Background: an optimization exercise with open tools, aiming at small area, a short achievable clock period and few clock cycles per item. Do not read the settings as production practice. In this exercise RTL edits were held to simulation tests only and were not proved equivalent to the original.

`design/flow/design.v`:
```
module math_core_alu #(
    parameter int DW = 32,
    parameter int CW = 32
) (
    input  logic          clk,
    input  logic          rst,
    input  logic [0:1]    mode,
    input  logic          in_valid,
    output logic          in_ready,
    input  logic [0:DW-1] ain,
    input  logic [0:DW-1] bin,
    output logic          out_valid,
    input  logic          out_ready,
    output logic [0:DW-1] result,
    output logic          ovf,
    output logic [0:CW-1] statistic,
    input  logic          stat_ld,
    input  logic [0:CW-1] stat_din,
    input  logic          flush,
    output logic          busy
);
    function automatic logic [DW:0] alu_op(input logic [1:0] op,
                                           input logic [DW-1:0] a,
                                           input logic [DW-1:0] b);
        logic [DW:0]     ext;
        logic [2*DW-1:0] prod;
        ext    = '0;
        prod   = '0;
        alu_op = '0;
        case (op)
            2'b00: alu_op = {1'b0, a} + {1'b0, b};
            2'b01: begin
                ext    = {1'b0, a} - {1'b0, b};
                alu_op = {ext[DW], ext[DW-1:0]};
            end
            2'b10: begin
                prod   = {{DW{1'b0}}, a} * {{DW{1'b0}}, b};
                alu_op = {|prod[2*DW-1:DW], prod[DW-1:0]};
            end
            default: alu_op = {1'b0, (a > b) ? a : b};
        endcase
    endfunction
    function automatic logic [CW-1:0] sat_inc(input logic [CW-1:0] v);
        sat_inc = (&v) ? v : v + {{(CW-1){1'b0}}, 1'b1};
    endfunction
    logic [0:DW-1] r_a_p1;
    logic [0:DW-1] r_b_p1;
    logic [1:0]    r_mode_p1;
    logic          r_vld_p1;
    logic [0:DW-1] r_res_p2;
    logic          r_ovf_p2;
    logic          r_vld_p2;
    logic [0:CW-1] r_stat;
    logic          w_take_p2;
    logic          w_acc;
    logic          w_adv;
    logic          w_hs;
    logic [DW:0]   w_alu_p1;
    assign w_take_p2 = !r_vld_p2 || out_ready;
    assign in_ready  = !flush && (!r_vld_p1 || w_take_p2);
    assign w_acc     = in_valid && in_ready;
    assign w_adv     = r_vld_p1 && w_take_p2 && !flush;
    assign w_hs      = r_vld_p2 && out_ready && !flush;
    assign w_alu_p1  = alu_op(r_mode_p1, r_a_p1, r_b_p1);
    assign out_valid = r_vld_p2;
    assign result    = r_res_p2;
    assign ovf       = r_ovf_p2;
    assign statistic = r_stat;
    assign busy      = r_vld_p1 || r_vld_p2;
    always_ff @(posedge clk or negedge rst) begin
        if (!rst) begin
            r_vld_p1 <= 1'b0;
            r_vld_p2 <= 1'b0;
            r_stat   <= '0;
        end else begin
            if (flush)      r_vld_p1 <= 1'b0;
            else if (w_acc) r_vld_p1 <= 1'b1;
            else if (w_adv) r_vld_p1 <= 1'b0;
            if (flush)      r_vld_p2 <= 1'b0;
            else if (w_adv) r_vld_p2 <= 1'b1;
            else if (w_hs)  r_vld_p2 <= 1'b0;
            if (stat_ld)    r_stat <= stat_din;
            else if (w_hs)  r_stat <= sat_inc(r_stat);
        end
    end
    always_ff @(posedge clk) begin
        if (w_acc) begin
            r_a_p1    <= ain;
            r_b_p1    <= bin;
            r_mode_p1 <= mode;
        end
    end
    always_ff @(posedge clk or negedge rst) begin
        if (!rst) begin
            r_res_p2 <= '0;
            r_ovf_p2 <= 1'b0;
        end else if (w_adv) begin
            r_res_p2 <= w_alu_p1[DW-1:0];
            r_ovf_p2 <= w_alu_p1[DW];
        end
    end
endmodule
```
`design/flow/run.sh`:
```
#!/bin/bash
# synth_recipe.tcl (not shown) runs the flow's synth.tcl, then flattens the netlist and writes it again
# the make line also repeats each setting of config.mk as NAME=value (left out here)
make -C /OpenROAD-flow-scripts/flow DESIGN_CONFIG=/design/flow/config.mk WORK_HOME=/design/flow/orfs CLKGATE_MAP_FILE= SYNTH_SCRIPT=/design/flow/synth_recipe.tcl finish
```
`design/flow/constraint.sdc`:
```
create_clock -name core_clock -period 10.0 [get_ports {clk}]
set_input_delay 2.0000 -clock core_clock [delete_from_list [all_inputs] [get_ports {clk}]]
set_output_delay 2.0000 -clock core_clock [all_outputs]
set_load 0.01 [all_outputs]
```
`design/flow/config.mk`:
```
export PLATFORM = sky130hd
export DESIGN_NAME = math_core_alu
export DESIGN_NICKNAME = math_core_alu
export VERILOG_FILES = /design/flow/design.v
export SDC_FILE = /design/flow/constraint.sdc
export NUM_CORES = 4
export LEC_CHECK = 0
export CAP_MARGIN = 20
export CORE_MARGIN = 2
export CORE_UTILIZATION = 40
export SLEW_MARGIN = 20
```
==> results.txt <==
status -> timing/DRC/antenna clean
Critical Path Sink Type -> flop
Max Cap Viol -> 0
Yosys reg bits -> 133
sequential area share after synthesis -> 0.0858
Clock Latency Late Sink -> 0.51 ns
fraction of layout cells with a size suffix above 1 -> 0.0386
gpl congestion -> 0.964
Mapped Cells -> 4686
Reg2Reg Setup Slack -> 0.67 ns
fmax -> 0.107 GHz
CP required -> 10.39 ns
largest family of logic cells by synthesized area -> adder cells
post-CTS setup buffer count -> 0
area grow syn2layout -> 8.87%
chip height -> 330 um
Top FF cell, synth -> dfrtp_1
final setup fails -> 0
post-synthesis compound-gate area fraction -> 0.0854
HPWL Detailed -> 114000 um
post-route ant nets -> 0
post-synthesis mux area share -> 0.00989
RSZ-0062 raised after global routing -> no
Starting DRT DRC Count -> 2547
endpoints failing hold -> 0
Hold Path Origin -> r_res_p2[11]
first-pass GRT wire length -> 216000 um
port bufs -> 171
Die W -> 330 um
measured slew at the worst slew-check pin -> 1.13 ns
Post-Synth XOR/XNOR Area -> 0.0209
gr ovfl total -> 0
reg-to-reg endpoint -> r_ovf_p2
Setup Skew -> 0.0312 ns
simple-gate share of the synthesized area -> 0.182
Post-synth EDFFs -> 66
hold path cells -> 1
via count -> 33400
Yosys top cell area share -> 0.422
Synth area leader -> fa_1
initial antenna violation count -> 3
Hold WC Path Type -> flop to flop
distinct cell type count after synthesis -> 89
most frequent cells in the layout -> 898 x fa_1, 795 x inv_1, 578 x and2_1, 569 x nand2_1, 328 x ha_1
clock-pin slew on the worst setup and hold paths -> 0.08 ns
DR DRC count -> 0
final WL -> 138000 um
clk sinks -> 133
top cells by area, synth -> fa_1 42%, ha_1 9.6%, and2_1 8.5%
Yosys Warn Count -> 1
Rel. slew slack -> 0.248
TritonCTS Buffers -> 17
Synth Cell Area -> 42600 um2
CTS Hold Bufs -> 0
vias in the first global route -> 35700
Final min period -> 9.33 ns
largest net degree at the start of global routing -> 68
startpoint types -> flop
DR vias/cell -> 5.46
Clock Tree Buf Depth -> 2
r2r worst-path depth -> 25
Worst R2R Start -> r_b_p1[23]
gr usage total -> 0.263
fin util -> 0.440
async set-or-reset flop fraction in the synthesized netlist -> 0.504
H-tree levels -> 4
DRT Pass-1 Iters -> 6
arrival time worst endpoint -> 9.71 ns
core area -> 106000 um2
adder-cell share of the synthesized area -> 0.518
Setup CP Type -> flop to flop
boundary pin count -> 172
Hold EP -> r_res_p2[11]
Initial Util -> 0.404
CTS root buffer -> clkbuf_16
die area -> 109000 um2
post-cts resize count -> 0
setup TNS -> 0 ns
CTS tree -> yes
mean post-synth cell area -> 9.10 um2
maximum fanout along the worst path -> 22
most common cell after layout, fill and taps aside -> fa_1
final worst path period share -> 0.933
row count -> 119
syn nets -> 6016
Layout Nets -> 6038
DR WL/cell -> 22.6 um
Slew Viols, Final -> 0
layer usage:
metal / track usage / share of wire / routed length (um) / vias to the layer above
met4: 0.0862 / 0.036 / 4960 / 4
li1: - / - / - / 14600
met2: 0.410 / 0.45 / 62000 / 1339
met1: 0.361 / 0.42 / 58300 / 17200
met3: 0.0623 / 0.091 / 12600 / 219
met5: 0 / 0.00020 / 28 / -
registers in the layout, summed over array words and instances (netlist names):
register and flops:
r_mode_p1 2, r_stat 32, r_b_p1 32, r_vld_p2 1, r_res_p2 32, r_ovf_p2 1
r_vld_p1 1, r_a_p1 32
cell usage after synthesis (all sizes together) (39+ instances only):
cell	n
mux2i	41
clkbuf	266
fa	898
a21o	39
dfrtp	67
nand2	569
a21oi	146
inv	795
o21ai	148
ha	328
nand3	42
nor2	174
xnor2	61
edfxtp	66
and2	579
how the worst max path moves through the flow:
stage,start,endpoint,cells after the start
floorplan,r_a_p1[15],r_ovf_p2,27
global placement,r_a_p1[16],r_ovf_p2,25
detailed placement,r_b_p1[20],r_ovf_p2,24
CTS,r_b_p1[20],r_ovf_p2,24
global route,r_b_p1[16],r_ovf_p2,24
finish,r_b_p1[23],r_ovf_p2,25
area by class of cell:
type                            instances  area (um2)
Clock buffer                           17         425
Fill cell                           10300       59200
Timing Repair Buffer                  285        2610
Tap cell                             1391        1740
Multi-Input combinational cell       3475       34800
Sequential cell                       133        3660
Antenna cell                            1        2.50
Clock inverter                         15         175
Inverter                              796        2990
stage by stage:
| stage | std cells | cell area (um2) | hold slack, ns | setup slack [ns] |
|---|---|---|---|---|
| floorplan | 4686 | 42600 | 0.515 | 2.16 |
| global placement | 6075 | 45700 | 0.472 | 0.621 |
| detailed placement | 6077 | 45800 | 0.479 | 0.804 |
| CTS | 6109 | 46400 | 0.494 | 0.778 |
| global route | 6112 | 46400 | 0.519 | 0.236 |
| finish | 6113 | 46400 | 0.490 | 0.673 |
cell families (layout without fill, tap and decap cells):
group / count (synthesis) / after routing
buf+inv: 1078 / 1113
simple gates: 1545 / 1545
mux: 42 / 42
compound gates: 562 / 562
xor+xnor: 100 / 100
fa+ha+maj: 1226 / 1226
other cells: 0 / 1
flops: 133 / 133
worst max-delay path, cell delays in order (launching register included):
cell and delay [ns]:
edfxtp_1 1.01, buf_4 0.33, nand2_1 0.10, fa_1 0.54
inv_1 0.06, fa_1 0.53, inv_1 0.06, fa_1 0.46
fa_1 0.52, fa_1 0.65, fa_1 0.46, fa_1 0.49
fa_1 0.52, inv_1 0.05, ha_1 0.40, a21oi_1 0.36
o211ai_1 0.16, o21ai_1 0.31, nand3_1 0.13, a21oi_1 0.29
and2_1 0.27, o32ai_1 0.12, a2111o_2 0.40, or4_1 0.55
nor4_1 0.37, nor2_1 0.07
Testbench counts, summed over its fixed seeds: cycles 16,016, items 16,000.

[afterwards: timing with drivers on the ports]
The flow's constraints put no driver on any port. The routed layout listed below was extracted and timed again, unchanged, in two steps.
Step 1, drivers: a clkbuf_16 drives clk and a buf_2 each remaining input, both assumed.
Step 2 adds t to the input delays and takes it off the output delays; t is the mean of the earliest and latest rising clock arrival at the registers after step 1. Input paths then give back, and output paths get back, about the clock's delay inside the block.
Slacks: ideal / step 1 / step 2; pairs: ideal / step 1.
t, ns: 0.558
setup slack, ns: 0.673 / 0.673 / 0.673
worst hold slack (ns): 0.490 / 0.490 / 0.490
slew at the worst register clock pin (ns): 0.09 / 0.09
After both steps setup and hold are still met in this run. The setup slack of this run moves by 0.000 ns with the drivers and by 0.000 ns with both steps.
